This is an optimization exercise on Yosys and OpenROAD, whose aim is small area, a short achievable clock period and few clock cycles per item, not a production implementation. Function was checked by simulation only, so behaviour that the tests miss may differ from the original. Power and IR drop assume default switching activity.

==> flow/design.v (outline; a module is shown in full before it is edited, if it fits) <==
// module gf2_split_mul: 23 lines
// module clmul48_pipe: 2783 lines
module gf2_split_mul (
	input  wire         clk,
	input  wire         rst,
	input  wire         in_valid,
	output logic        in_ready,
	input  wire  [47:0] a,
	input  wire  [47:0] b,
	output logic        out_valid,
	input  wire         out_ready,
	output logic [95:0] c
);
  // ...
==> flow/flow/run.sh <==
#!/bin/bash
# Own layout flow: the standard flow (standard.sh) with the standard
# synthesis unchanged, then the layout steps with the delay cells
# (clkdlybuf4s*, dlygate*, dlymetal*) added to the don't-use list, so that
# the port buffers and the timing repair use plain buffers instead.
set -euo pipefail
W=$(pwd)
bash standard.sh synth > "$W/flow_synth.log" 2>&1
DELAY_CELLS=""
for c in clkdlybuf4s15_1 clkdlybuf4s15_2 clkdlybuf4s18_1 clkdlybuf4s18_2 \
	clkdlybuf4s25_1 clkdlybuf4s25_2 clkdlybuf4s50_1 clkdlybuf4s50_2 \
	dlygate4sd1_1 dlygate4sd2_1 dlygate4sd3_1 \
	dlymetal6s2s_1 dlymetal6s4s_1 dlymetal6s6s_1; do
	DELAY_CELLS="$DELAY_CELLS sky130_fd_sc_hd__$c"
done
# The design config is read before the platform's, whose list is added to this one.
{ cat "$W/config.mk"; echo "export DONT_USE_CELLS =$DELAY_CELLS"; } > "$W/own_config.mk"
sed "s|DESIGN_CONFIG=[^ ]*|DESIGN_CONFIG=$W/own_config.mk|" "$W/standard.sh" > "$W/own_standard.sh"
grep -q "DESIGN_CONFIG=$W/own_config.mk" "$W/own_standard.sh"
bash "$W/own_standard.sh" > "$W/flow_layout.log" 2>&1
==> flow/standard.sh <==
#!/bin/bash
# synth_recipe.tcl (not shown) runs the flow's synth.tcl, then flattens the netlist and writes it again
# the make line also repeats each setting of config.mk as NAME=value (left out here)
make -C /OpenROAD-flow-scripts/flow DESIGN_CONFIG=/design/flow/config.mk WORK_HOME=/design/flow/orfs CLKGATE_MAP_FILE= SYNTH_SCRIPT=/design/flow/synth_recipe.tcl "${@:-finish}"
==> flow/config.mk <==
export PLATFORM = sky130hd
export DESIGN_NAME = gf2_split_mul
export DESIGN_NICKNAME = gf2_split_mul
export VERILOG_FILES = /design/flow/design.v
export SDC_FILE = /design/flow/constraint.sdc
export NUM_CORES = 4
export LEC_CHECK = 0
export CAP_MARGIN = 20
export CORE_MARGIN = 2
export CORE_UTILIZATION = 60
export PLACE_DENSITY = 0.8
export SETUP_SLACK_MARGIN = 2.0
export SLEW_MARGIN = 20
export TNS_END_PERCENT = 0
==> flow/constraint.sdc <==
create_clock -name core_clock -period 5.0 [get_ports {clk}]
set_input_delay 1.0000 -clock core_clock [delete_from_list [all_inputs] [get_ports {clk}]]
set_output_delay 1.0000 -clock core_clock [all_outputs]
set_load 0.01 [all_outputs]
==> summary.txt, run 1 <==
Pwr
  – Sequential power: 2.63 mW
  – LEAKAGE: between 10 and 15 nW
  – Overall power: 18.8 mW
  – Gate power share: 0.798
  – P_comb: around 15 mW
  – Power density over the cells: ~670 nW/um2

Final layout
  – Biggest register: u_mul.r
  – Largest register FFs: roughly 120
  – Sequential share of cell area: 0.126
  – Multi-input logic portion of the cell area: 0.727
  – CLK BUF: 22

Logic synthesis
  – Post-synth EDFFs: between 100 and 150
  – Largest family of logic cells by synthesized area: XOR/XNOR gates
  – XOR/XNOR Fraction of Synth Area: 0.595
  – Register area share after synthesis: 0.159
  – YS warnings: 2
  – Yosys top cell area share: 0.401
  – Count leader, synth: xnor2_1

Routing
  – Vias/cell: about 5.7
  – Initial DRC count: roughly 2,500
  – DR vias: just over 20,000
  – DR pass1 iterations: 6

Global routing
  – First-pass GRT wire length: roughly 120 mm
  – Overall routing resource usage: 0.435
  – Met3 Track Usage GR: 0.0815
  – Total global routing overflow: 0
  – Top Usage Layer GRT: met2

Worst setup path
  – CP peak stage delay: between 0.5 and 0.6 ns
  – Slowest stage cell on the critical path: xnor3_2
  – Top Family by Delay on Critical Path: XOR/XNOR gates
  – Reg2reg path depth: 2
  – Reg-to-reg startpoint: out_valid

Placed design
  – DP HPWL: 65.8 mm
  – GPL Wtd Cong: approximately 1.1
  – Dpl ws: 0.407 ns
  – DP Area: ~23,000 um2

Floorplanning
  – Die H: 196 um

Clock tree
  – CTS root buf: clkbuf_16
  – Post-CTS Setup Bufs: 108
  – PostCTS Resize Cnt: 616
  – H-tree levels: 4
  – Post-CTS Hold Buffers: 0

Min path
  – Hold Path Class: input pin to flop

STA
  – Fin Setup TNS: 0 ns

Outcome
  – Status: no timing/DRC/antenna violations
Testbench counts, summed over its fixed seeds: cycles 2,056, items 2,048.
==> run 2: changes to the inputs <==
--- a/flow/design.v
+++ b/flow/design.v
@@ -176,17 +176,17 @@
 	logic n2384, n2385, n2386, n2387, n2388, n2389, n2390, n2391, n2392, n2393, n2394, n2395, n2396, n2397, n2398, n2399;
 	logic n2400, n2401, n2402, n2403, n2404, n2405, n2406, n2407, n2408, n2409, n2410, n2411, n2412, n2413, n2414, n2415;
 	logic n2416, n2417, n2418, n2419, n2420, n2421, n2422, n2423, n2424, n2425, n2426, n2427, n2428, n2429, n2430, n2431;
 	logic n2432, n2433, n2434, n2435, n2436, n2437, n2438, n2439, n2440, n2441, n2442, n2443, n2444, n2445, n2446, n2447;
 	logic n2448, n2449, n2450, n2451, n2452, n2453, n2454, n2455, n2456, n2457, n2458, n2459, n2460, n2461, n2462, n2463;
 	logic n2464, n2465, n2466, n2467, n2468, n2469, n2470, n2471, n2472, n2473, n2474, n2475, n2476, n2477, n2478, n2479;
 	logic n2480, n2481, n2482, n2483, n2484, n2485, n2486, n2487, n2488, n2489, n2490, n2491, n2492, n2493, n2494, n2495;
 	logic n2496, n2497, n2498, n2499, n2500, n2501;
-	logic [116:0] r;
+	logic [138:0] r;
 	assign n96 = a[0] & b[0];
 	assign n97 = a[0] & b[1];
 	assign n98 = a[1] & b[0];
 	assign n99 = n97 ^ n98;
 	assign n100 = a[0] & b[2];
 	assign n101 = a[1] & b[1];
 	assign n102 = a[2] & b[0];
 	assign n103 = n100 ^ n101;
@@ -878,18 +878,18 @@
 	assign n789 = n315 ^ n333;
 	assign n790 = n317 ^ n342;
 	assign n791 = n192 ^ n353;
 	assign n792 = n201 ^ n519;
 	assign n793 = n208 ^ n521;
 	assign n794 = n213 ^ n523;
 	assign n795 = n216 ^ n525;
 	assign n796 = n217 ^ n527;
-	assign n797 = n96 ^ n564;
-	assign n798 = n786 ^ n797;
+	assign n797 = r[0] ^ r[17];
+	assign n798 = r[21] ^ n797;
 	assign n799 = n99 ^ n567;
 	assign n800 = n787 ^ n799;
 	assign n801 = n104 ^ n572;
 	assign n802 = n788 ^ n801;
 	assign n803 = n111 ^ n579;
 	assign n804 = n789 ^ n803;
 	assign n805 = n120 ^ n588;
 	assign n806 = n790 ^ n805;
@@ -898,22 +898,22 @@
 	assign n809 = n297 ^ n792;
 	assign n810 = n765 ^ n809;
 	assign n811 = n299 ^ n793;
 	assign n812 = n767 ^ n811;
 	assign n813 = n301 ^ n794;
 	assign n814 = n769 ^ n813;
 	assign n815 = n303 ^ n795;
 	assign n816 = n771 ^ n815;
-	assign n817 = n305 ^ n796;
-	assign n818 = n773 ^ n817;
+	assign n817 = r[10] ^ r[22];
+	assign n818 = r[19] ^ n817;
 	assign n819 = n307 ^ n529;
 	assign n820 = n775 ^ n819;
-	assign n821 = n531 ^ n786;
-	assign n822 = n777 ^ n821;
+	assign n821 = r[16] ^ r[21];
+	assign n822 = r[20] ^ n821;
 	assign n823 = n533 ^ n787;
 	assign n824 = n779 ^ n823;
 	assign n825 = n535 ^ n788;
 	assign n826 = n781 ^ n825;
 	assign n827 = n537 ^ n789;
 	assign n828 = n783 ^ n827;
 	assign n829 = n539 ^ n790;
 	assign n830 = n785 ^ n829;
@@ -922,18 +922,18 @@
 	assign n833 = n423 ^ n669;
 	assign n834 = n792 ^ n833;
 	assign n835 = n430 ^ n676;
 	assign n836 = n793 ^ n835;
 	assign n837 = n435 ^ n681;
 	assign n838 = n794 ^ n837;
 	assign n839 = n438 ^ n684;
 	assign n840 = n795 ^ n839;
-	assign n841 = n439 ^ n685;
-	assign n842 = n796 ^ n841;
+	assign n841 = r[15] ^ r[18];
+	assign n842 = r[22] ^ n841;
 	assign n843 = a[24] & b[24];
 	assign n844 = a[24] & b[25];
 	assign n845 = a[25] & b[24];
 	assign n846 = n844 ^ n845;
 	assign n847 = a[24] & b[26];
 	assign n848 = a[25] & b[25];
 	assign n849 = a[26] & b[24];
 	assign n850 = n847 ^ n848;
@@ -1625,18 +1625,18 @@
 	assign n1536 = n1062 ^ n1080;
 	assign n1537 = n1064 ^ n1089;
 	assign n1538 = n939 ^ n1100;
 	assign n1539 = n948 ^ n1266;
 	assign n1540 = n955 ^ n1268;
 	assign n1541 = n960 ^ n1270;
 	assign n1542 = n963 ^ n1272;
 	assign n1543 = n964 ^ n1274;
-	assign n1544 = n843 ^ n1311;
-	assign n1545 = n1533 ^ n1544;
+	assign n1544 = r[36] ^ r[53];
+	assign n1545 = r[57] ^ n1544;
 	assign n1546 = n846 ^ n1314;
 	assign n1547 = n1534 ^ n1546;
 	assign n1548 = n851 ^ n1319;
 	assign n1549 = n1535 ^ n1548;
 	assign n1550 = n858 ^ n1326;
 	assign n1551 = n1536 ^ n1550;
 	assign n1552 = n867 ^ n1335;
 	assign n1553 = n1537 ^ n1552;
@@ -1645,22 +1645,22 @@
 	assign n1556 = n1044 ^ n1539;
 	assign n1557 = n1512 ^ n1556;
 	assign n1558 = n1046 ^ n1540;
 	assign n1559 = n1514 ^ n1558;
 	assign n1560 = n1048 ^ n1541;
 	assign n1561 = n1516 ^ n1560;
 	assign n1562 = n1050 ^ n1542;
 	assign n1563 = n1518 ^ n1562;
-	assign n1564 = n1052 ^ n1543;
-	assign n1565 = n1520 ^ n1564;
+	assign n1564 = r[40] ^ r[58];
+	assign n1565 = r[55] ^ n1564;
 	assign n1566 = n1054 ^ n1276;
 	assign n1567 = n1522 ^ n1566;
-	assign n1568 = n1278 ^ n1533;
-	assign n1569 = n1524 ^ n1568;
+	assign n1568 = r[48] ^ r[57];
+	assign n1569 = r[56] ^ n1568;
 	assign n1570 = n1280 ^ n1534;
 	assign n1571 = n1526 ^ n1570;
 	assign n1572 = n1282 ^ n1535;
 	assign n1573 = n1528 ^ n1572;
 	assign n1574 = n1284 ^ n1536;
 	assign n1575 = n1530 ^ n1574;
 	assign n1576 = n1286 ^ n1537;
 	assign n1577 = n1532 ^ n1576;
@@ -1669,18 +1669,18 @@
 	assign n1580 = n1170 ^ n1416;
 	assign n1581 = n1539 ^ n1580;
 	assign n1582 = n1177 ^ n1423;
 	assign n1583 = n1540 ^ n1582;
 	assign n1584 = n1182 ^ n1428;
 	assign n1585 = n1541 ^ n1584;
 	assign n1586 = n1185 ^ n1431;
 	assign n1587 = n1542 ^ n1586;
-	assign n1588 = n1186 ^ n1432;
-	assign n1589 = n1543 ^ n1588;
+	assign n1588 = r[46] ^ r[54];
+	assign n1589 = r[58] ^ n1588;
 	assign n1590 = a[0] ^ a[24];
 	assign n1591 = a[1] ^ a[25];
 	assign n1592 = a[2] ^ a[26];
 	assign n1593 = a[3] ^ a[27];
 	assign n1594 = a[4] ^ a[28];
 	assign n1595 = a[5] ^ a[29];
 	assign n1596 = a[6] ^ a[30];
 	assign n1597 = a[7] ^ a[31];
@@ -2420,390 +2420,412 @@
 	assign n2331 = n1857 ^ n1875;
 	assign n2332 = n1859 ^ n1884;
 	assign n2333 = n1734 ^ n1895;
 	assign n2334 = n1743 ^ n2061;
 	assign n2335 = n1750 ^ n2063;
 	assign n2336 = n1755 ^ n2065;
 	assign n2337 = n1758 ^ n2067;
 	assign n2338 = n1759 ^ n2069;
-	assign n2339 = r[52] ^ r[70];
-	assign n2340 = r[74] ^ n2339;
-	assign n2341 = n1641 ^ n2109;
-	assign n2342 = n2329 ^ n2341;
-	assign n2343 = n1646 ^ n2114;
-	assign n2344 = n2330 ^ n2343;
+	assign n2339 = r[72] ^ r[94];
+	assign n2340 = r[110] ^ n2339;
+	assign n2341 = r[73] ^ r[95];
+	assign n2342 = r[111] ^ n2341;
+	assign n2343 = r[74] ^ r[96];
+	assign n2344 = r[112] ^ n2343;
 	assign n2345 = n1653 ^ n2121;
 	assign n2346 = n2331 ^ n2345;
-	assign n2347 = n1662 ^ n2130;
-	assign n2348 = n2332 ^ n2347;
+	assign n2347 = r[76] ^ r[97];
+	assign n2348 = r[113] ^ n2347;
 	assign n2349 = n1673 ^ n2333;
 	assign n2350 = n2141 ^ n2349;
-	assign n2351 = n1839 ^ n2334;
-	assign n2352 = n2307 ^ n2351;
+	assign n2351 = r[78] ^ r[114];
+	assign n2352 = r[102] ^ n2351;
 	assign n2353 = n1841 ^ n2335;
 	assign n2354 = n2309 ^ n2353;
-	assign n2355 = n1843 ^ n2336;
-	assign n2356 = n2311 ^ n2355;
-	assign n2357 = n1845 ^ n2337;
-	assign n2358 = n2313 ^ n2357;
-	assign n2359 = r[60] ^ r[75];
-	assign n2360 = r[72] ^ n2359;
+	assign n2355 = r[80] ^ r[115];
+	assign n2356 = r[103] ^ n2355;
+	assign n2357 = r[81] ^ r[116];
+	assign n2358 = r[104] ^ n2357;
+	assign n2359 = r[82] ^ r[117];
+	assign n2360 = r[105] ^ n2359;
 	assign n2361 = n1849 ^ n2071;
 	assign n2362 = n2317 ^ n2361;
-	assign n2363 = r[66] ^ r[74];
-	assign n2364 = r[73] ^ n2363;
-	assign n2365 = n2075 ^ n2329;
-	assign n2366 = n2321 ^ n2365;
-	assign n2367 = n2077 ^ n2330;
-	assign n2368 = n2323 ^ n2367;
+	assign n2363 = r[89] ^ r[110];
+	assign n2364 = r[106] ^ n2363;
+	assign n2365 = r[90] ^ r[111];
+	assign n2366 = r[107] ^ n2365;
+	assign n2367 = r[91] ^ r[112];
+	assign n2368 = r[108] ^ n2367;
 	assign n2369 = n2079 ^ n2331;
 	assign n2370 = n2325 ^ n2369;
-	assign n2371 = n2081 ^ n2332;
-	assign n2372 = n2327 ^ n2371;
+	assign n2371 = r[93] ^ r[113];
+	assign n2372 = r[109] ^ n2371;
 	assign n2373 = n1956 ^ n2333;
 	assign n2374 = n2202 ^ n2373;
-	assign n2375 = n1965 ^ n2211;
-	assign n2376 = n2334 ^ n2375;
+	assign n2375 = r[84] ^ r[98];
+	assign n2376 = r[114] ^ n2375;
 	assign n2377 = n1972 ^ n2218;
 	assign n2378 = n2335 ^ n2377;
-	assign n2379 = n1977 ^ n2223;
-	assign n2380 = n2336 ^ n2379;
-	assign n2381 = n1980 ^ n2226;
-	assign n2382 = n2337 ^ n2381;
-	assign n2383 = r[65] ^ r[71];
-	assign n2384 = r[75] ^ n2383;
-	assign n2385 = r[25] ^ r[26];
-	assign n2386 = n824 ^ n846;
-	assign n2387 = n826 ^ n851;
+	assign n2379 = r[86] ^ r[99];
+	assign n2380 = r[115] ^ n2379;
+	assign n2381 = r[87] ^ r[100];
+	assign n2382 = r[116] ^ n2381;
+	assign n2383 = r[88] ^ r[101];
+	assign n2384 = r[117] ^ n2383;
+	assign n2385 = n822 ^ r[36];
+	assign n2386 = r[33] ^ r[37];
+	assign n2387 = r[34] ^ r[38];
 	assign n2388 = n828 ^ n858;
-	assign n2389 = n830 ^ n867;
+	assign n2389 = r[35] ^ r[39];
 	assign n2390 = n832 ^ n878;
 	assign n2391 = n834 ^ n1044;
 	assign n2392 = n836 ^ n1046;
 	assign n2393 = n838 ^ n1048;
 	assign n2394 = n840 ^ n1050;
-	assign n2395 = n842 ^ n1052;
+	assign n2395 = n842 ^ r[40];
 	assign n2396 = n529 ^ n1054;
-	assign n2397 = n531 ^ n1545;
+	assign n2397 = r[16] ^ n1545;
 	assign n2398 = n533 ^ n1547;
 	assign n2399 = n535 ^ n1549;
 	assign n2400 = n537 ^ n1551;
 	assign n2401 = n539 ^ n1553;
 	assign n2402 = n414 ^ n1555;
-	assign n2403 = n423 ^ n1557;
+	assign n2403 = r[12] ^ r[59];
 	assign n2404 = n430 ^ n1559;
-	assign n2405 = n435 ^ n1561;
-	assign n2406 = n438 ^ n1563;
-	assign n2407 = r[12] ^ r[39];
-	assign n2408 = r[0] ^ r[52];
+	assign n2405 = r[13] ^ r[60];
+	assign n2406 = r[14] ^ r[61];
+	assign n2407 = r[15] ^ n1565;
+	assign n2408 = r[0] ^ r[72];
 	assign n2409 = n2385 ^ n2408;
-	assign n2410 = r[1] ^ r[53];
-	assign n2411 = r[91] ^ n2410;
-	assign n2412 = r[2] ^ r[54];
-	assign n2413 = r[92] ^ n2412;
-	assign n2414 = r[3] ^ r[55];
-	assign n2415 = r[93] ^ n2414;
-	assign n2416 = r[4] ^ r[56];
-	assign n2417 = r[94] ^ n2416;
-	assign n2418 = n131 ^ n1673;
-	assign n2419 = n2390 ^ n2418;
-	assign n2420 = r[6] ^ r[57];
-	assign n2421 = r[95] ^ n2420;
-	assign n2422 = n299 ^ n1841;
-	assign n2423 = n2392 ^ n2422;
-	assign n2424 = r[8] ^ r[58];
-	assign n2425 = r[96] ^ n2424;
-	assign n2426 = r[9] ^ r[59];
-	assign n2427 = r[97] ^ n2426;
-	assign n2428 = r[10] ^ r[60];
-	assign n2429 = r[98] ^ n2428;
+	assign n2410 = r[1] ^ r[73];
+	assign n2411 = n2386 ^ n2410;
+	assign n2412 = r[2] ^ r[74];
+	assign n2413 = n2387 ^ n2412;
+	assign n2414 = r[3] ^ r[75];
+	assign n2415 = r[125] ^ n2414;
+	assign n2416 = r[4] ^ r[76];
+	assign n2417 = n2389 ^ n2416;
+	assign n2418 = r[5] ^ r[77];
+	assign n2419 = r[126] ^ n2418;
+	assign n2420 = r[6] ^ r[78];
+	assign n2421 = r[127] ^ n2420;
+	assign n2422 = r[7] ^ r[79];
+	assign n2423 = r[128] ^ n2422;
+	assign n2424 = r[8] ^ r[80];
+	assign n2425 = r[129] ^ n2424;
+	assign n2426 = r[9] ^ r[81];
+	assign n2427 = r[130] ^ n2426;
+	assign n2428 = r[10] ^ r[82];
+	assign n2429 = n2395 ^ n2428;
 	assign n2430 = n307 ^ n2396;
 	assign n2431 = n1849 ^ n2430;
-	assign n2432 = r[13] ^ r[99];
+	assign n2432 = n798 ^ n2397;
 	assign n2433 = n2340 ^ n2432;
-	assign n2434 = r[14] ^ r[100];
-	assign n2435 = r[76] ^ n2434;
-	assign n2436 = r[15] ^ r[101];
-	assign n2437 = r[77] ^ n2436;
-	assign n2438 = n804 ^ n2400;
-	assign n2439 = n2346 ^ n2438;
-	assign n2440 = r[17] ^ r[102];
-	assign n2441 = r[78] ^ n2440;
-	assign n2442 = n808 ^ n2402;
-	assign n2443 = n2350 ^ n2442;
-	assign n2444 = r[19] ^ r[103];
-	assign n2445 = r[79] ^ n2444;
-	assign n2446 = r[20] ^ r[104];
-	assign n2447 = r[80] ^ n2446;
-	assign n2448 = r[21] ^ r[105];
-	assign n2449 = r[81] ^ n2448;
-	assign n2450 = r[22] ^ r[106];
-	assign n2451 = r[82] ^ n2450;
-	assign n2452 = r[23] ^ n2407;
+	assign n2434 = r[23] ^ r[131];
+	assign n2435 = n2342 ^ n2434;
+	assign n2436 = r[24] ^ r[132];
+	assign n2437 = n2344 ^ n2436;
+	assign n2438 = r[25] ^ r[133];
+	assign n2439 = r[118] ^ n2438;
+	assign n2440 = r[26] ^ r[134];
+	assign n2441 = n2348 ^ n2440;
+	assign n2442 = r[27] ^ r[135];
+	assign n2443 = r[119] ^ n2442;
+	assign n2444 = r[28] ^ n2403;
+	assign n2445 = n2352 ^ n2444;
+	assign n2446 = r[29] ^ r[136];
+	assign n2447 = r[120] ^ n2446;
+	assign n2448 = r[30] ^ n2405;
+	assign n2449 = n2356 ^ n2448;
+	assign n2450 = r[31] ^ n2406;
+	assign n2451 = n2358 ^ n2450;
+	assign n2452 = n818 ^ n2407;
 	assign n2453 = n2360 ^ n2452;
-	assign n2454 = r[24] ^ r[40];
-	assign n2455 = r[83] ^ n2454;
-	assign n2456 = r[41] ^ n2385;
+	assign n2454 = r[32] ^ r[62];
+	assign n2455 = r[121] ^ n2454;
+	assign n2456 = n1569 ^ n2385;
 	assign n2457 = n2364 ^ n2456;
-	assign n2458 = r[42] ^ r[91];
-	assign n2459 = r[84] ^ n2458;
-	assign n2460 = r[43] ^ r[92];
-	assign n2461 = r[85] ^ n2460;
-	assign n2462 = r[44] ^ r[93];
-	assign n2463 = r[86] ^ n2462;
-	assign n2464 = r[45] ^ r[94];
-	assign n2465 = r[87] ^ n2464;
-	assign n2466 = n1579 ^ n2390;
-	assign n2467 = n2374 ^ n2466;
-	assign n2468 = r[47] ^ r[95];
-	assign n2469 = r[88] ^ n2468;
-	assign n2470 = n1583 ^ n2392;
-	assign n2471 = n2378 ^ n2470;
-	assign n2472 = r[49] ^ r[96];
-	assign n2473 = r[89] ^ n2472;
-	assign n2474 = r[50] ^ r[97];
-	assign n2475 = r[90] ^ n2474;
-	assign n2476 = r[51] ^ r[98];
+	assign n2458 = r[63] ^ n2386;
+	assign n2459 = n2366 ^ n2458;
+	assign n2460 = r[64] ^ n2387;
+	assign n2461 = n2368 ^ n2460;
+	assign n2462 = r[65] ^ r[125];
+	assign n2463 = r[122] ^ n2462;
+	assign n2464 = r[66] ^ n2389;
+	assign n2465 = n2372 ^ n2464;
+	assign n2466 = r[67] ^ r[126];
+	assign n2467 = r[123] ^ n2466;
+	assign n2468 = r[68] ^ r[127];
+	assign n2469 = n2376 ^ n2468;
+	assign n2470 = r[69] ^ r[128];
+	assign n2471 = r[124] ^ n2470;
+	assign n2472 = r[70] ^ r[129];
+	assign n2473 = n2380 ^ n2472;
+	assign n2474 = r[71] ^ r[130];
+	assign n2475 = n2382 ^ n2474;
+	assign n2476 = n1589 ^ n2395;
 	assign n2477 = n2384 ^ n2476;
 	assign n2478 = n1276 ^ n2396;
 	assign n2479 = n2071 ^ n2478;
-	assign n2480 = r[34] ^ r[66];
-	assign n2481 = r[99] ^ n2480;
-	assign n2482 = r[35] ^ r[67];
-	assign n2483 = r[100] ^ n2482;
-	assign n2484 = r[36] ^ r[68];
-	assign n2485 = r[101] ^ n2484;
-	assign n2486 = n1284 ^ n2079;
-	assign n2487 = n2400 ^ n2486;
-	assign n2488 = r[38] ^ r[69];
-	assign n2489 = r[102] ^ n2488;
-	assign n2490 = n1161 ^ n1956;
-	assign n2491 = n2402 ^ n2490;
-	assign n2492 = r[28] ^ r[61];
-	assign n2493 = r[103] ^ n2492;
-	assign n2494 = r[29] ^ r[62];
-	assign n2495 = r[104] ^ n2494;
-	assign n2496 = r[30] ^ r[63];
-	assign n2497 = r[105] ^ n2496;
-	assign n2498 = r[31] ^ r[64];
-	assign n2499 = r[106] ^ n2498;
-	assign n2500 = r[32] ^ r[65];
+	assign n2480 = r[48] ^ r[89];
+	assign n2481 = n2397 ^ n2480;
+	assign n2482 = r[49] ^ r[90];
+	assign n2483 = r[131] ^ n2482;
+	assign n2484 = r[50] ^ r[91];
+	assign n2485 = r[132] ^ n2484;
+	assign n2486 = r[51] ^ r[92];
+	assign n2487 = r[133] ^ n2486;
+	assign n2488 = r[52] ^ r[93];
+	assign n2489 = r[134] ^ n2488;
+	assign n2490 = r[41] ^ r[83];
+	assign n2491 = r[135] ^ n2490;
+	assign n2492 = r[42] ^ r[84];
+	assign n2493 = n2403 ^ n2492;
+	assign n2494 = r[43] ^ r[85];
+	assign n2495 = r[136] ^ n2494;
+	assign n2496 = r[44] ^ r[86];
+	assign n2497 = n2405 ^ n2496;
+	assign n2498 = r[45] ^ r[87];
+	assign n2499 = n2406 ^ n2498;
+	assign n2500 = r[46] ^ r[88];
 	assign n2501 = n2407 ^ n2500;
 	always_ff @(posedge clk) begin
 		if (en) begin
 			r[0] <= n96;
 			r[1] <= n99;
 			r[2] <= n104;
 			r[3] <= n111;
 			r[4] <= n120;
 			r[5] <= n131;
 			r[6] <= n297;
 			r[7] <= n299;
 			r[8] <= n301;
 			r[9] <= n303;
 			r[10] <= n305;
 			r[11] <= n307;
-			r[12] <= n439;
-			r[13] <= n798;
-			r[14] <= n800;
-			r[15] <= n802;
-			r[16] <= n804;
-			r[17] <= n806;
-			r[18] <= n808;
-			r[19] <= n810;
-			r[20] <= n812;
-			r[21] <= n814;
-			r[22] <= n816;
-			r[23] <= n818;
-			r[24] <= n820;
-			r[25] <= n822;
-			r[26] <= n843;
-			r[27] <= n1161;
-			r[28] <= n1170;
-			r[29] <= n1177;
-			r[30] <= n1182;
-			r[31] <= n1185;
-			r[32] <= n1186;
-			r[33] <= n1276;
-			r[34] <= n1278;
-			r[35] <= n1280;
-			r[36] <= n1282;
-			r[37] <= n1284;
-			r[38] <= n1286;
-			r[39] <= n1565;
-			r[40] <= n1567;
-			r[41] <= n1569;
-			r[42] <= n1571;
-			r[43] <= n1573;
-			r[44] <= n1575;
-			r[45] <= n1577;
-			r[46] <= n1579;
-			r[47] <= n1581;
-			r[48] <= n1583;
-			r[49] <= n1585;
-			r[50] <= n1587;
-			r[51] <= n1589;
-			r[52] <= n1638;
-			r[53] <= n1641;
-			r[54] <= n1646;
-			r[55] <= n1653;
-			r[56] <= n1662;
-			r[57] <= n1839;
-			r[58] <= n1843;
-			r[59] <= n1845;
-			r[60] <= n1847;
-			r[61] <= n1965;
-			r[62] <= n1972;
-			r[63] <= n1977;
-			r[64] <= n1980;
-			r[65] <= n1981;
-			r[66] <= n2073;
-			r[67] <= n2075;
-			r[68] <= n2077;
-			r[69] <= n2081;
-			r[70] <= n2106;
-			r[71] <= n2227;
-			r[72] <= n2315;
-			r[73] <= n2319;
-			r[74] <= n2328;
-			r[75] <= n2338;
-			r[76] <= n2342;
-			r[77] <= n2344;
-			r[78] <= n2348;
-			r[79] <= n2352;
-			r[80] <= n2354;
-			r[81] <= n2356;
-			r[82] <= n2358;
-			r[83] <= n2362;
-			r[84] <= n2366;
-			r[85] <= n2368;
-			r[86] <= n2370;
-			r[87] <= n2372;
-			r[88] <= n2376;
-			r[89] <= n2380;
-			r[90] <= n2382;
-			r[91] <= n2386;
-			r[92] <= n2387;
-			r[93] <= n2388;
-			r[94] <= n2389;
-			r[95] <= n2391;
-			r[96] <= n2393;
-			r[97] <= n2394;
-			r[98] <= n2395;
-			r[99] <= n2397;
-			r[100] <= n2398;
-			r[101] <= n2399;
-			r[102] <= n2401;
-			r[103] <= n2403;
-			r[104] <= n2404;
-			r[105] <= n2405;
-			r[106] <= n2406;
-			r[107] <= n2419;
-			r[108] <= n2423;
-			r[109] <= n2431;
-			r[110] <= n2439;
-			r[111] <= n2443;
-			r[112] <= n2467;
-			r[113] <= n2471;
-			r[114] <= n2479;
-			r[115] <= n2487;
-			r[116] <= n2491;
+			r[12] <= n423;
+			r[13] <= n435;
+			r[14] <= n438;
+			r[15] <= n439;
+			r[16] <= n531;
+			r[17] <= n564;
+			r[18] <= n685;
+			r[19] <= n773;
+			r[20] <= n777;
+			r[21] <= n786;
+			r[22] <= n796;
+			r[23] <= n800;
+			r[24] <= n802;
+			r[25] <= n804;
+			r[26] <= n806;
+			r[27] <= n808;
+			r[28] <= n810;
+			r[29] <= n812;
+			r[30] <= n814;
+			r[31] <= n816;
+			r[32] <= n820;
+			r[33] <= n824;
+			r[34] <= n826;
+			r[35] <= n830;
+			r[36] <= n843;
+			r[37] <= n846;
+			r[38] <= n851;
+			r[39] <= n867;
+			r[40] <= n1052;
+			r[41] <= n1161;
+			r[42] <= n1170;
+			r[43] <= n1177;
+			r[44] <= n1182;
+			r[45] <= n1185;
+			r[46] <= n1186;
+			r[47] <= n1276;
+			r[48] <= n1278;
+			r[49] <= n1280;
+			r[50] <= n1282;
+			r[51] <= n1284;
+			r[52] <= n1286;
+			r[53] <= n1311;
+			r[54] <= n1432;
+			r[55] <= n1520;
+			r[56] <= n1524;
+			r[57] <= n1533;
+			r[58] <= n1543;
+			r[59] <= n1557;
+			r[60] <= n1561;
+			r[61] <= n1563;
+			r[62] <= n1567;
+			r[63] <= n1571;
+			r[64] <= n1573;
+			r[65] <= n1575;
+			r[66] <= n1577;
+			r[67] <= n1579;
+			r[68] <= n1581;
+			r[69] <= n1583;
+			r[70] <= n1585;
+			r[71] <= n1587;
+			r[72] <= n1638;
+			r[73] <= n1641;
+			r[74] <= n1646;
+			r[75] <= n1653;
+			r[76] <= n1662;
+			r[77] <= n1673;
+			r[78] <= n1839;
+			r[79] <= n1841;
+			r[80] <= n1843;
+			r[81] <= n1845;
+			r[82] <= n1847;
+			r[83] <= n1956;
+			r[84] <= n1965;
+			r[85] <= n1972;
+			r[86] <= n1977;
+			r[87] <= n1980;
+			r[88] <= n1981;
+			r[89] <= n2073;
+			r[90] <= n2075;
+			r[91] <= n2077;
+			r[92] <= n2079;
+			r[93] <= n2081;
+			r[94] <= n2106;
+			r[95] <= n2109;
+			r[96] <= n2114;
+			r[97] <= n2130;
+			r[98] <= n2211;
+			r[99] <= n2223;
+			r[100] <= n2226;
+			r[101] <= n2227;
+			r[102] <= n2307;
+			r[103] <= n2311;
+			r[104] <= n2313;
+			r[105] <= n2315;
+			r[106] <= n2319;
+			r[107] <= n2321;
+			r[108] <= n2323;
+			r[109] <= n2327;
+			r[110] <= n2328;
+			r[111] <= n2329;
+			r[112] <= n2330;
+			r[113] <= n2332;
+			r[114] <= n2334;
+			r[115] <= n2336;
+			r[116] <= n2337;
+			r[117] <= n2338;
+			r[118] <= n2346;
+			r[119] <= n2350;
+			r[120] <= n2354;
+			r[121] <= n2362;
+			r[122] <= n2370;
+			r[123] <= n2374;
+			r[124] <= n2378;
+			r[125] <= n2388;
+			r[126] <= n2390;
+			r[127] <= n2391;
+			r[128] <= n2392;
+			r[129] <= n2393;
+			r[130] <= n2394;
+			r[131] <= n2398;
+			r[132] <= n2399;
+			r[133] <= n2400;
+			r[134] <= n2401;
+			r[135] <= n2402;
+			r[136] <= n2404;
+			r[137] <= n2431;
+			r[138] <= n2479;
 		end
 	end
 	assign p[0] = r[0];
 	assign p[1] = r[1];
 	assign p[2] = r[2];
 	assign p[3] = r[3];
 	assign p[4] = r[4];
 	assign p[5] = r[5];
 	assign p[6] = r[6];
 	assign p[7] = r[7];
 	assign p[8] = r[8];
 	assign p[9] = r[9];
 	assign p[10] = r[10];
 	assign p[11] = r[11];
-	assign p[12] = r[13];
-	assign p[13] = r[14];
-	assign p[14] = r[15];
-	assign p[15] = r[16];
-	assign p[16] = r[17];
-	assign p[17] = r[18];
-	assign p[18] = r[19];
-	assign p[19] = r[20];
-	assign p[20] = r[21];
-	assign p[21] = r[22];
-	assign p[22] = r[23];
-	assign p[23] = r[24];
+	assign p[12] = n798;
+	assign p[13] = r[23];
+	assign p[14] = r[24];
+	assign p[15] = r[25];
+	assign p[16] = r[26];
+	assign p[17] = r[27];
+	assign p[18] = r[28];
+	assign p[19] = r[29];
+	assign p[20] = r[30];
+	assign p[21] = r[31];
+	assign p[22] = n818;
+	assign p[23] = r[32];
 	assign p[24] = n2409;
 	assign p[25] = n2411;
 	assign p[26] = n2413;
 	assign p[27] = n2415;
 	assign p[28] = n2417;
-	assign p[29] = r[107];
+	assign p[29] = n2419;
 	assign p[30] = n2421;
-	assign p[31] = r[108];
+	assign p[31] = n2423;
 	assign p[32] = n2425;
 	assign p[33] = n2427;
 	assign p[34] = n2429;
-	assign p[35] = r[109];
+	assign p[35] = r[137];
 	assign p[36] = n2433;
 	assign p[37] = n2435;
 	assign p[38] = n2437;
-	assign p[39] = r[110];
+	assign p[39] = n2439;
 	assign p[40] = n2441;
-	assign p[41] = r[111];
+	assign p[41] = n2443;
 	assign p[42] = n2445;
 	assign p[43] = n2447;
 	assign p[44] = n2449;
 	assign p[45] = n2451;
 	assign p[46] = n2453;
 	assign p[47] = n2455;
 	assign p[48] = n2457;
 	assign p[49] = n2459;
 	assign p[50] = n2461;
 	assign p[51] = n2463;
 	assign p[52] = n2465;
-	assign p[53] = r[112];
+	assign p[53] = n2467;
 	assign p[54] = n2469;
-	assign p[55] = r[113];
+	assign p[55] = n2471;
 	assign p[56] = n2473;
 	assign p[57] = n2475;
 	assign p[58] = n2477;
-	assign p[59] = r[114];
+	assign p[59] = r[138];
 	assign p[60] = n2481;
 	assign p[61] = n2483;
 	assign p[62] = n2485;
-	assign p[63] = r[115];
+	assign p[63] = n2487;
 	assign p[64] = n2489;
-	assign p[65] = r[116];
+	assign p[65] = n2491;
 	assign p[66] = n2493;
 	assign p[67] = n2495;
 	assign p[68] = n2497;
 	assign p[69] = n2499;
 	assign p[70] = n2501;
-	assign p[71] = r[40];
-	assign p[72] = r[41];
-	assign p[73] = r[42];
-	assign p[74] = r[43];
-	assign p[75] = r[44];
-	assign p[76] = r[45];
-	assign p[77] = r[46];
-	assign p[78] = r[47];
-	assign p[79] = r[48];
-	assign p[80] = r[49];
-	assign p[81] = r[50];
-	assign p[82] = r[51];
-	assign p[83] = r[33];
-	assign p[84] = r[34];
-	assign p[85] = r[35];
-	assign p[86] = r[36];
-	assign p[87] = r[37];
-	assign p[88] = r[38];
-	assign p[89] = r[27];
-	assign p[90] = r[28];
-	assign p[91] = r[29];
-	assign p[92] = r[30];
-	assign p[93] = r[31];
-	assign p[94] = r[32];
+	assign p[71] = r[62];
+	assign p[72] = n1569;
+	assign p[73] = r[63];
+	assign p[74] = r[64];
+	assign p[75] = r[65];
+	assign p[76] = r[66];
+	assign p[77] = r[67];
+	assign p[78] = r[68];
+	assign p[79] = r[69];
+	assign p[80] = r[70];
+	assign p[81] = r[71];
+	assign p[82] = n1589;
+	assign p[83] = r[47];
+	assign p[84] = r[48];
+	assign p[85] = r[49];
+	assign p[86] = r[50];
+	assign p[87] = r[51];
+	assign p[88] = r[52];
+	assign p[89] = r[41];
+	assign p[90] = r[42];
+	assign p[91] = r[43];
+	assign p[92] = r[44];
+	assign p[93] = r[45];
+	assign p[94] = r[46];
 	assign p[95] = 1'b0;
 endmodule
 `default_nettype wire
==> summary.txt, run 2 <==
STA
  – Hold WS: between 0.7 and 0.8 ns
  – Tmin final: roughly 3.2 ns
  – Relative slew margins: 0.415
  – Max-slew violations: 0
  – Unrepaired setup endpoints after global routing: yes
  – Final Cycle Share: 0.650
  – Fin Setup TNS: 0 ns (unchanged)
  – Measured slew at the worst slew-check pin: ~0.87 ns
  – Clock skew: approximately 0.012 ns
  – Hold Vio Cnt, Final: 0
  – F_max: a little over 300 MHz
  – Final worst slack: between 1.5 and 2 ns
  – Final setup violation count: 0

Worst setup path
  – Worst path required time: about 5.2 ns
  – Top Family by Delay on Critical Path: XOR/XNOR gates
  – Crit path top cell by count: xnor2_2
  – CP peak stage delay: 0.55 ns (about the same)
  – Crit Path Category: input pin to flop
  – Slowest stage cell on the critical path: xnor2_4
  – Critical path capture point type: flop
  – CP startpoint kind: input pin
  – Max FO, Critical Path: 8
  – Chain of cells forming the critical path: buf_2, xnor2_4, xnor2_2, nor2_1, xnor2_1, xnor3_1, xnor2_2, xnor2_2, xnor3_1
  – WP buf/inv: 1
  – Worst EP arrival: around 3.4 ns

Clock tree
  – CTS root buf: clkbuf_16
  – Post-CTS Hold Buffers: 0 (unchanged)
  – CTS sink count: 140
  – H-tree levels: 4 (unchanged)
  – Total CTS buffers: 17
  – CTS tree: yes
  – Clock latency (worst-skew pair): roughly 0.45 ns
  – Register clock-pin slew on the reported worst setup and hold paths: ~0.06 ns
  – Clk buf depth: 2

Routing
  – DR pass1 iterations: 6 (unchanged)
  – DR WL/cell: 24.2 um
  – Post-route antenna net violation count: 0
  – Initial DRC count: 2,185 (-14%)
  – DRC Markers: 0
  – Drt total wl: 83.9 mm
  – Vias/cell: 5.61 (-2.3%)
  – DR vias: 19,400 (-3.9%)

Pwr
  – Worst vdd ir: slightly above 400 uV
  – LEAKAGE: 9.87 nW (-9.6%)
  – Power density over the cells: 658 nW/um2 (-1.7%)
  – Overall power: 17.7 mW (-5.8%)

Logic synthesis
  – Synth cell count leaders: xnor2_1, nor2_1, nand2_1, xor2_1, buf_4
  – Count leader, synth: xnor2_1
  – Largest cells by area after synthesis: xnor2_1, edfxtp_1, nor2_1, xor2_1, xnor2_2
  – Register area share after synthesis: 0.180 (+0.0205)
  – YS warnings: 2 (unchanged)
  – Ys async rst share: 0
  – Mapped cell area: around 23,000 um2
  – Syn avg cell area: between 8 and 9 um2
  – Synth cell types: 21
  – Yosys top cell area share: 0.387 (-0.0137)
  – Leading area contributor after synthesis: xnor2_1
  – Top_reg_cell synth: edfxtp_1
  – Post-synth EDFFs: 139 (+19%)
  – Post-synth net total: 2,828
  – Synthesized instance count: 2,728
  – Seq cells post-synth: between 100 and 150

Outcome
  – Status: no timing/DRC/antenna violations

Placed design
  – DP Area: 24,900 um2 (+8.7%)
  – # port buffers: 196
  – DP HPWL: 67.1 mm (+1.9%)
  – GPL Wtd Cong: 1.06 (-4.2%)
  – Dpl ws: 0.722 ns (+0.315 ns)

Global routing
  – First-pass GRT wire length: 121 mm (-1.4%)
  – Overall routing resource usage: 0.409 (-0.0262)
  – Pin count of the biggest net entering global routing: 56
  – Total global routing overflow: 0 (unchanged)
  – Vias in the first global route: roughly 18,000
  – Initial antenna violation count: 3

Final layout
  – Share of cells above drive strength 1: 0.159
  – Commonest non-fill, non-tap cells in the layout: xnor2_1, nor2_1, nand2_1
  – Nets: ~3,000
  – Biggest regs: u_mul.r (139), out_valid (1)
  – Biggest register: u_mul.r
  – Syn-to-layout area delta: 15.2%
  – Commonest non-fill, non-tap cell in the layout: xnor2_1
  – Largest register FFs: 139 (+19%)
  – Fin area: ~27,000 um2

Floorplanning
  – Total core area: between 30,000 and 40,000 um2
  – Number of I/O pins: just under 200
  – Std-Cell Rows: 72
  – Die H: 201 um (+2.5%)
  – Initial Utilization: 0.606
  – Die area: 40,400 um2
  – Die Span X: 201 um

Min path
  – Hold Path Class: input pin to flop

Run
  – Max Cap Viol: 0
==> run 2: power by group <==
part	switching, mW	internal [mW]
combinational	7.39	5.84
clock	0.554	0.895
sequential	0.556	2.44
total	8.50	9.18
==> run 2: path summary, 6_finish.rpt <==
check             from            to  slack (ns)  cells after the start
min                rst     out_valid        0.70                      2
min reg2reg  out_valid     out_valid        0.94                      2
max              a[15]  u_mul.r[121]        1.75                      9
max reg2reg  out_valid   u_mul.r[73]        3.05                      2
==> run 2: cell type report <==
type	instances	area (um2)
Tap cell	518	648
Timing Repair Buffer	374	1840
Clock buffer	17	425
Antenna cell	2	5.00
Inverter	6	22.5
Clock inverter	15	235
Sequential cell	140	4190
Fill cell	3126	11600
Multi-Input combinational cell	2390	19500
==> run 2: cells by family (layout without fill, tap and decap cells) <==
family | after synthesis | in the layout | synth area share
multiplexers | 4 | 4 | 0.00193
AO/OA/AOI/OAI | 10 | 10 | 0.00258
flip-flops | 140 | 140 | 0.180
other | 1 | 3 | 0.000161
AND/OR/NAND/NOR | 975 | 975 | 0.158
XOR/XNOR | 1400 | 1400 | 0.596
buffers and inverters | 198 | 412 | 0.0616
==> run 2: what timing repair did <==
| item | 4_1_cts | 5_1_grt |
|---|---|---|
| resized for setup | 179 | 17 |
| pin swaps | 20 | 7 |
| endpoints found under the setup margin | 86 | 62 |
| buffers inserted | 29 | 18 |
==> run 2: layer usage <==
layer / track usage / up-vias / share of wire
met4: 0.228 / 2 / 0.064
li1: - / 8637 / -
met3: 0.0711 / 271 / 0.11
met5: 0 / - / 0.00012
met2: 0.638 / 1238 / 0.44
met1: 0.540 / 9273 / 0.39
==> run 2: stage by stage <==
stage,util,std cells
6_report,0.698,3462
3_5_place_dp,0.646,3381
5_1_grt,0.698,3460
4_1_cts,0.691,3442
3_3_place_gp,0.646,3381
2_1_floorplan,-,2728
Testbench counts of run 2, summed over its fixed seeds: cycles 2,056, items 2,048.

==> afterwards: timing with drivers on the ports <==
In the flow no input, the clock included, has a driving cell. The finished layouts below were timed again as built, in two steps.
Step 1 sets driving cells, clkbuf_16 on the clock port and buf_2 on the other inputs (assumed; they add their load-dependent delay and slew).
Step 2 also shifts input and output timing later by t, the mid clock arrival at the registers, as if the neighbouring blocks saw the same clock.
a / b / c = no drivers / after step 1 / after step 2; a / b = the first two.
run	t, ns	setup WS [ns]	worst slew at a driven data input, ns	cell pins on the clock port's net
run 1	0.473	1.774 / 1.803 / 1.330	0.05	1
run 2	0.496	1.750 / 1.777 / 1.281	0.04	1
After both steps setup and hold are still met in every run listed. For run 2, which loses most, drivers alone change the setup slack by +0.027 ns; drivers and shift together by -0.469 ns.
